Source: an optimization exercise on an open RTL-to-GDS flow (aim: small area). Production flows keep margins and buffers that such runs may drop. The RTL was checked by simulation tests, not by an equivalence proof against the original design. Power and IR drop assume default switching activity.

Design perf_mon_top, start of the top module:
module perf_mon_top (
    input  wire logic                                clk,
    input  wire logic                                reset,
    input  wire logic                                awvalid,
    output logic                                     awready,
    input  wire logic [perf_pkg::axil_addr_w-1:0]    awaddr,
    input  wire logic                                wvalid,
    output logic                                     wready,
    input  wire logic [perf_pkg::axil_data_w-1:0]    wdata,
    input  wire logic [perf_pkg::axil_data_w/8-1:0]  wstrb,
    output logic                                     bvalid,
    input  wire logic                                bready,
    output logic [1:0]                               bresp,
    input  wire logic                                arvalid,
    output logic                                     arready,
    input  wire logic [perf_pkg::axil_addr_w-1:0]    araddr,
    output logic                                     rvalid,
    input  wire logic                                rready,
    output logic [perf_pkg::axil_data_w-1:0]         rdata,
    output logic [1:0]                               rresp,
    output logic                                     tx_tvalid,
    output logic [perf_pkg::axis_data_w-1:0]         tx_tdata,
    output logic                                     tx_tlast,
    input  wire logic                                tx_tready,
    input  wire logic                                rx_tvalid,
    input  wire logic [perf_pkg::axis_data_w-1:0]    rx_tdata,
    input  wire logic                                rx_tlast,
    output logic                                     rx_tready
);
==> flow/config.mk <==
export PLATFORM = sky130hd
export DESIGN_NAME = perf_mon_top
export DESIGN_NICKNAME = perf_mon_top
export VERILOG_FILES = /design/flow/design.v
export SDC_FILE = /design/flow/constraint.sdc
export NUM_CORES = 4
export LEC_CHECK = 0
export CAP_MARGIN = 0
export CORE_MARGIN = 2
export CORE_UTILIZATION = 60
export SLEW_MARGIN = 0
export BUFFER_PORTS_ARGS = -buffer_cell sky130_fd_sc_hd__buf_1
export CTS_ARGS = -sink_clustering_enable -repair_clock_nets -dont_use_dummy_load -buf_list sky130_fd_sc_hd__clkbuf_8 -sink_clustering_size 20 -sink_clustering_max_diameter 40
==> flow/constraint.sdc <==
create_clock -name core_clock -period 6.0 [get_ports {clk}]
set_input_delay 1.2000 -clock core_clock [delete_from_list [all_inputs] [get_ports {clk}]]
set_output_delay 1.2000 -clock core_clock [all_outputs]
set_load 0.01 [all_outputs]
standard.sh (not shown) runs the stock make flow with config.mk's settings and CLKGATE_MAP_FILE= SYNTH_SCRIPT=/design/flow/synth_recipe.tcl, a recipe that flattens the netlist after the stock synthesis.
==> flow/flow/run.sh <==
#!/bin/bash
# Own layout flow: the standard ORFS flow, with the smallest buffer on
# each port and a clock tree of small buffers built without dummy loads.
set -euo pipefail
cat >> config.mk <<'EOC'
export BUFFER_PORTS_ARGS = -buffer_cell sky130_fd_sc_hd__buf_1
export CTS_ARGS = -sink_clustering_enable -repair_clock_nets -dont_use_dummy_load -buf_list sky130_fd_sc_hd__clkbuf_8 -sink_clustering_size 20 -sink_clustering_max_diameter 40
EOC
bash standard.sh > flow_make.log 2>&1
Next try:
--- a/flow/flow/run.sh
+++ b/flow/flow/run.sh
@@ -7 +7 @@
-export CTS_ARGS = -sink_clustering_enable -repair_clock_nets -dont_use_dummy_load -buf_list sky130_fd_sc_hd__clkbuf_8 -sink_clustering_size 20 -sink_clustering_max_diameter 40
+export CTS_ARGS = -sink_clustering_enable -repair_clock_nets -dont_use_dummy_load -buf_list sky130_fd_sc_hd__clkbuf_8 -sink_clustering_size 16 -sink_clustering_max_diameter 60
Settings changed: CORE_UTILIZATION 60 to 70, CTS_ARGS -sink_clustering_enable -repair_clock_nets -dont_use_dummy_load -buf_list sky130_fd_sc_hd__clkbuf_8 -sink_clustering_size 20 -sink_clustering_max_diameter 40 to -sink_clustering_enable -repair_clock_nets -dont_use_dummy_load -buf_list sky130_fd_sc_hd__clkbuf_8 -sink_clustering_size 16 -sink_clustering_max_diameter 60.
Result:
- setup slack gains 61 ps
- sequential cell count stays the same
- sequential power barely changes
- clock skew shrinks by 38 ps
- design area shrinks by 1.7%
- non-clock buffer count grows by 7
- final cell count shrinks by about 3%
- worst hold slack loses 16 ps
- combinational power shrinks by about 0.4%
Next try:
Settings changed: CAP_MARGIN 0 to 20, CORE_UTILIZATION 70 to 40, SLEW_MARGIN 0 to 20.
What happened: Design area came out higher by 2.4%. Global-route usage decreases by 14 points. Routed wire length increases by about 12%. Combinational power grows by about 6%. Die area increases by about 70%. Clock-buffer cell count came out higher by 2.
Next try:
--- a/flow/flow/run.sh
+++ b/flow/flow/run.sh
@@ -7 +7 @@
-export CTS_ARGS = -sink_clustering_enable -repair_clock_nets -dont_use_dummy_load -buf_list sky130_fd_sc_hd__clkbuf_8 -sink_clustering_size 16 -sink_clustering_max_diameter 60
+export CTS_ARGS = -sink_clustering_enable -repair_clock_nets -dont_use_dummy_load -buf_list sky130_fd_sc_hd__clkbuf_16 -sink_clustering_size 30 -sink_clustering_max_diameter 60
Settings changed: CAP_MARGIN 20 to 0, CORE_UTILIZATION 40 to 60, CTS_ARGS -sink_clustering_enable -repair_clock_nets -dont_use_dummy_load -buf_list sky130_fd_sc_hd__clkbuf_8 -sink_clustering_size 16 -sink_clustering_max_diameter 60 to -sink_clustering_enable -repair_clock_nets -dont_use_dummy_load -buf_list sky130_fd_sc_hd__clkbuf_16 -sink_clustering_size 30 -sink_clustering_max_diameter 60, SLEW_MARGIN 20 to 0.
- The changed run finished with timing, DRC and antenna clean
- cell count drops by 9.2%
- total power climbs by 7.0%
- cell area drops by 0.87%
- synthesized cell count stays the same
- global-route usage climbs by 9.4 points
- sequential share of layout area climbs by 0.33 points
Next try:
--- a/flow/flow/run.sh
+++ b/flow/flow/run.sh
@@ -7 +7 @@
-export CTS_ARGS = -sink_clustering_enable -repair_clock_nets -dont_use_dummy_load -buf_list sky130_fd_sc_hd__clkbuf_16 -sink_clustering_size 30 -sink_clustering_max_diameter 60
+export CTS_ARGS = -sink_clustering_enable -repair_clock_nets -dont_use_dummy_load -buf_list {sky130_fd_sc_hd__clkbuf_2 sky130_fd_sc_hd__clkbuf_4} -sink_clustering_size 12
Settings changed: CAP_MARGIN 0 to 20, CORE_UTILIZATION 60 to 40, CTS_ARGS -sink_clustering_enable -repair_clock_nets -dont_use_dummy_load -buf_list sky130_fd_sc_hd__clkbuf_16 -sink_clustering_size 30 -sink_clustering_max_diameter 60 to -sink_clustering_enable -repair_clock_nets -dont_use_dummy_load -buf_list {sky130_fd_sc_hd__clkbuf_2 sky130_fd_sc_hd__clkbuf_4} -sink_clustering_size 12, SLEW_MARGIN 0 to 20.
Effect: Total power went up by about 2.5%; wire length went up by about 10%; design area went up by 2.5%; global-route usage went down by 8.9 points; utilization went down by 21 points.
Next try:
--- a/flow/flow/run.sh
+++ b/flow/flow/run.sh
@@ -7 +7 @@
-export CTS_ARGS = -sink_clustering_enable -repair_clock_nets -dont_use_dummy_load -buf_list {sky130_fd_sc_hd__clkbuf_2 sky130_fd_sc_hd__clkbuf_4} -sink_clustering_size 12
+export CTS_ARGS = -sink_clustering_enable -repair_clock_nets -dont_use_dummy_load -buf_list sky130_fd_sc_hd__clkbuf_8 -sink_clustering_size 16 -sink_clustering_max_diameter 60
Settings changed: CAP_MARGIN 20 to 0, CORE_UTILIZATION 40 to 60, CTS_ARGS -sink_clustering_enable -repair_clock_nets -dont_use_dummy_load -buf_list {sky130_fd_sc_hd__clkbuf_2 sky130_fd_sc_hd__clkbuf_4} -sink_clustering_size 12 to -sink_clustering_enable -repair_clock_nets -dont_use_dummy_load -buf_list sky130_fd_sc_hd__clkbuf_8 -sink_clustering_size 16 -sink_clustering_max_diameter 60, SLEW_MARGIN 20 to 0.
Clock-buffer cell count fell by 107.
Non-clock buffer count fell by 23.
Design area fell by 3.7%.
Area after synthesis stays the same.
Core utilization rose by 20 points.
Setup slack gains 92 ps.
Power fell by about 10%.
Fmax rose by 1.7%.
Sequential share of layout area rose by 1.4 points.
Clock skew fell by 34 ps.

========
perf_mon_top, a different RTL version from the one above (not shown whole).
Size: about 540 flip-flops, about 27000 sq um of cells after synthesis.
==> flow/config.mk <==
export PLATFORM = sky130hd
export DESIGN_NAME = perf_mon_top
export DESIGN_NICKNAME = perf_mon_top
export VERILOG_FILES = /design/flow/design.v
export SDC_FILE = /design/flow/constraint.sdc
export NUM_CORES = 4
export LEC_CHECK = 0
export CAP_MARGIN = 20
export CORE_MARGIN = 2
export CORE_UTILIZATION = 40
export SLEW_MARGIN = 20
==> flow/constraint.sdc <==
create_clock -name core_clock -period 6.0 [get_ports {clk}]
set_input_delay 1.2000 -clock core_clock [delete_from_list [all_inputs] [get_ports {clk}]]
set_output_delay 1.2000 -clock core_clock [all_outputs]
set_load 0.01 [all_outputs]
run.sh (not shown) runs the stock make flow with config.mk's settings and CLKGATE_MAP_FILE= SYNTH_SCRIPT=/design/flow/synth_recipe.tcl, a recipe that flattens the netlist after the stock synthesis.
Stock flow here: none of the scripts above is used.
The starting point ran to the end with violations: negative setup slack.
Change:
==> flow/flow/run.sh (new file) <==
#!/bin/bash
# Own layout flow: the standard ORFS flow, with smaller port buffers and
# a clock tree built without dummy loads.
set -euo pipefail
cat >> config.mk <<'EOC'
export BUFFER_PORTS_ARGS = -buffer_cell sky130_fd_sc_hd__buf_1
export CTS_ARGS = -sink_clustering_enable -repair_clock_nets -dont_use_dummy_load
EOC
bash standard.sh > flow_make.log 2>&1
==> flow/standard.sh (new file) <==
#!/bin/bash
# synth_recipe.tcl (not shown) runs the flow's synth.tcl, then flattens the netlist and writes it again
# the make line also repeats each setting of config.mk as NAME=value (left out here)
make -C /OpenROAD-flow-scripts/flow DESIGN_CONFIG=/design/flow/config.mk WORK_HOME=/design/flow/orfs CLKGATE_MAP_FILE= SYNTH_SCRIPT=/design/flow/synth_recipe.tcl "${@:-finish}"
Settings changed: BUFFER_PORTS_ARGS set to -buffer_cell sky130_fd_sc_hd__buf_1, CTS_ARGS set to -sink_clustering_enable -repair_clock_nets -dont_use_dummy_load.
removed: flow/run.sh
The changed run completed, yet does not pass: negative setup slack.
Routed wire length came out lower by 1.1%.
Total power came out lower by 9.1%.
Cell area came out lower by 6.3%.
Non-clock buffer count came out lower by 5.
Final cell count came out lower by 1.4%.
Die area is unchanged.
Hold slack gains 0.011 ns.
Clock power came out lower by 17%.
Critical path depth does not change.
Combinational power came out lower by 14%.
Global-route usage came out lower by 0.31 points.

========
## job 9726
Another version of the RTL of perf_mon_top (not shown whole).
For scale: about 540 flip-flops, roughly 280 I/O pins, ~28000 sq um of cells after synthesis.
export LEC_CHECK = 0
export CAP_MARGIN = 20
export CORE_MARGIN = 2
export CORE_UTILIZATION = 40
export SLEW_MARGIN = 20
export BUFFER_PORTS_ARGS = -buffer_cell sky130_fd_sc_hd__buf_1
export CTS_ARGS = -sink_clustering_enable -repair_clock_nets -dont_use_dummy_load
create_clock -name core_clock -period 6.0 [get_ports {clk}]
standard.sh (not shown) runs the stock make flow with config.mk's settings and CLKGATE_MAP_FILE= SYNTH_SCRIPT=/design/flow/synth_recipe.tcl, a recipe that flattens the netlist after the stock synthesis.
==> flow/flow/run.sh <==
#!/bin/bash
# Own layout flow: the standard ORFS flow, with smaller port buffers and
# a clock tree built without dummy loads.
set -euo pipefail
cat >> config.mk <<'EOC'
export BUFFER_PORTS_ARGS = -buffer_cell sky130_fd_sc_hd__buf_1
export CTS_ARGS = -sink_clustering_enable -repair_clock_nets -dont_use_dummy_load
EOC
bash standard.sh > flow_make.log 2>&1
Job 9726: done, clean on timing, DRC and antenna
[inputs] job 3087 vs job 9726
- a change of CTS_ARGS from -sink_clustering_enable -repair_clock_nets -dont_use_dummy_load to -sink_clustering_enable -repair_clock_nets -dont_use_dummy_load -buf_list sky130_fd_sc_hd__clkbuf_2
==> flow/flow/run.sh <==
#!/bin/bash
# Own layout flow: the standard ORFS flow, with the smallest buffer on
# each port and a clock tree of small buffers built without dummy loads.
set -euo pipefail
cat >> config.mk <<'EOC'
export BUFFER_PORTS_ARGS = -buffer_cell sky130_fd_sc_hd__buf_1
export CTS_ARGS = -sink_clustering_enable -repair_clock_nets -dont_use_dummy_load -buf_list sky130_fd_sc_hd__clkbuf_2
EOC
bash standard.sh > flow_make.log 2>&1
[summary]
- Diff job 9726 -> job 3087: clock power dropped about 35%; wire length of the first global-routing pass climbed about 1.1%.
- Looking at final instance area, job 3087 sits 2.3% below job 9726.
- Number of iterations in the first detailed-routing pass ended up 1 lower on job 3087 than on job 9726.
- Total power of the final layout (job 9726 / job 3087): 1.16
- Delta (job 3087 minus job 9726): via count rose 561; clock skew rose 110 ps; depth of the worst register-to-register path about even; number of buffers inserted during clock tree synthesis rose 140%.
- Summary of the comparison: setup slack is lower in job 3087, relative to job 9726.
### job 3087 -> job 1781
- a deleted CTS_ARGS that had been -sink_clustering_enable -repair_clock_nets -dont_use_dummy_load -buf_list sky130_fd_sc_hd__clkbuf_2
- a deleted BUFFER_PORTS_ARGS that had been -buffer_cell sky130_fd_sc_hd__buf_1
==> flow/run.sh (new file) <==
#!/bin/bash
# synth_recipe.tcl (not shown) runs the flow's synth.tcl, then flattens the netlist and writes it again
# the make line also repeats each setting of config.mk as NAME=value (left out here)
make -C /OpenROAD-flow-scripts/flow DESIGN_CONFIG=/design/flow/config.mk WORK_HOME=/design/flow/orfs CLKGATE_MAP_FILE= SYNTH_SCRIPT=/design/flow/synth_recipe.tcl finish
removed: flow/flow/run.sh
removed: flow/standard.sh
==> run summary <==
The final reports for job 1781 and job 3087 show final critical path time including I/O delays and setup lower in the former. The higher total met3 wirelength after detailed routing came out of job 3087. Against job 3087, job 1781 comes in 5 lower on number of buffers inserted for hold repair after clock tree synthesis. Re maximum number of pins on one net before global-route repair: job 3087 was lower than job 1781. Cmp job 1781 vs job 3087: core occupancy in the finished layout higher in job 1781. Summary of job 1781 over job 3087: clock share of power shows an increase of 14 points, total wirelength of the detailed-routed design up about 1.5%, estimated wirelength of the detail-placed design went up about 1.1%, cell count after placement roughly the same. On register clock-pin slew on the reported worst setup and hold paths: job 1781 sits below job 3087.
[inputs] job 3678 vs job 1781
- setting BUFFER_PORTS_ARGS to -buffer_cell sky130_fd_sc_hd__buf_1 for the first time
- setting CTS_ARGS to -sink_clustering_enable -repair_clock_nets -dont_use_dummy_load -buf_list sky130_fd_sc_hd__clkbuf_4 for the first time
==> flow/flow/run.sh (new file) <==
#!/bin/bash
# Own layout flow: the standard ORFS flow, with the smallest buffer on
# each port and a clock tree of small buffers built without dummy loads.
set -euo pipefail
cat >> config.mk <<'EOC'
export BUFFER_PORTS_ARGS = -buffer_cell sky130_fd_sc_hd__buf_1
export CTS_ARGS = -sink_clustering_enable -repair_clock_nets -dont_use_dummy_load -buf_list sky130_fd_sc_hd__clkbuf_4
EOC
bash standard.sh > flow_make.log 2>&1
==> flow/standard.sh (new file) <==
#!/bin/bash
# synth_recipe.tcl (not shown) runs the flow's synth.tcl, then flattens the netlist and writes it again
# the make line also repeats each setting of config.mk as NAME=value (left out here)
make -C /OpenROAD-flow-scripts/flow DESIGN_CONFIG=/design/flow/config.mk WORK_HOME=/design/flow/orfs CLKGATE_MAP_FILE= SYNTH_SCRIPT=/design/flow/synth_recipe.tcl "${@:-finish}"
removed: flow/run.sh
Results
- Between job 3678 and job 1781, it is job 3678 whose combined global-route utilization of all metal layers is lower, by 0.20 points.
- Reported for job 3678 and job 1781, width of the die turned out identical to the last digit.
- Hold slack deteriorates in job 3678 relative to job 1781.
- Job 3678 ended up with more standard cells than job 1781.
- Lower non-clock buffer instance count of the final layout goes to job 3678 over job 1781.
- There was hardly any difference in full die area between job 1781 and job 3678.
- Taking job 1781 as the reference point, the met1 track demand over resource of job 3678 rises by 0.24 points.
- Taking job 3678 over job 1781, the combinational power ratio works out to 0.886.

-- re-timing with driven ports --
In the flow no input, the clock included, has a driving cell. The finished layouts below were timed again as built, in two steps.
Step 1 assumes that a clkbuf_16 drives the clock port and a buf_2 every other input.
Step 2 also shifts input and output timing later by t, the mid clock arrival at the registers, as if the neighbouring blocks saw the same clock.
a / b / c = no drivers / after step 1 / after step 2; a / b = the first two.
run | t, ns | slack for setup (ns) | worst setup path at the end | clock arrival spread, ns | pins driven straight from the clock port
the first run of note 1 | 0.701 | 0.486 / 0.486 / 0.283 | input to register | 0.097 / 0.097 | 1
the second run of note 1 | 0.710 | 0.547 / 0.547 / 0.547 | register to register | 0.071 / 0.071 | 1
the third run of note 1 | 0.678 | 0.416 / 0.416 / 0.416 | register to register | 0.084 / 0.085 | 1
the fourth run of note 1 | 0.634 | 0.452 / 0.452 / 0.281 | input to register | 0.072 / 0.072 | 1
the fifth run of note 1 | 1.013 | 0.374 / 0.374 / 0.374 | register to register | 0.098 / 0.098 | 1
the sixth run of note 1 | 0.697 | 0.466 / 0.466 / 0.323 | input to register | 0.064 / 0.064 | 1
the first run of note 2 | 0.686 | -6.229 / -6.229 / -6.229 | register to register | 0.022 / 0.021 | 1
the second run of note 2 | 0.671 | -6.185 / -6.185 / -6.185 | register to register | 0.045 / 0.046 | 1
job 9726 | 0.667 | 0.475 / 0.475 / 0.354 | input to register | 0.061 / 0.061 | 1
job 3087 | 1.315 | 0.399 / 0.399 / 0.281 | input to register | 0.172 / 0.171 | 1
job 1781 | 0.690 | 0.537 / 0.537 / -0.020 | input to register | 0.031 / 0.031 | 1
job 3678 | 1.004 | 0.450 / 0.450 / 0.348 | input to register | 0.101 / 0.101 | 1
With both steps, setup timing fails in job 1781, where it was met with ideal ports. For job 1781, which loses most, drivers alone change the setup slack by 0.000 ns; drivers and shift together by -0.557 ns.
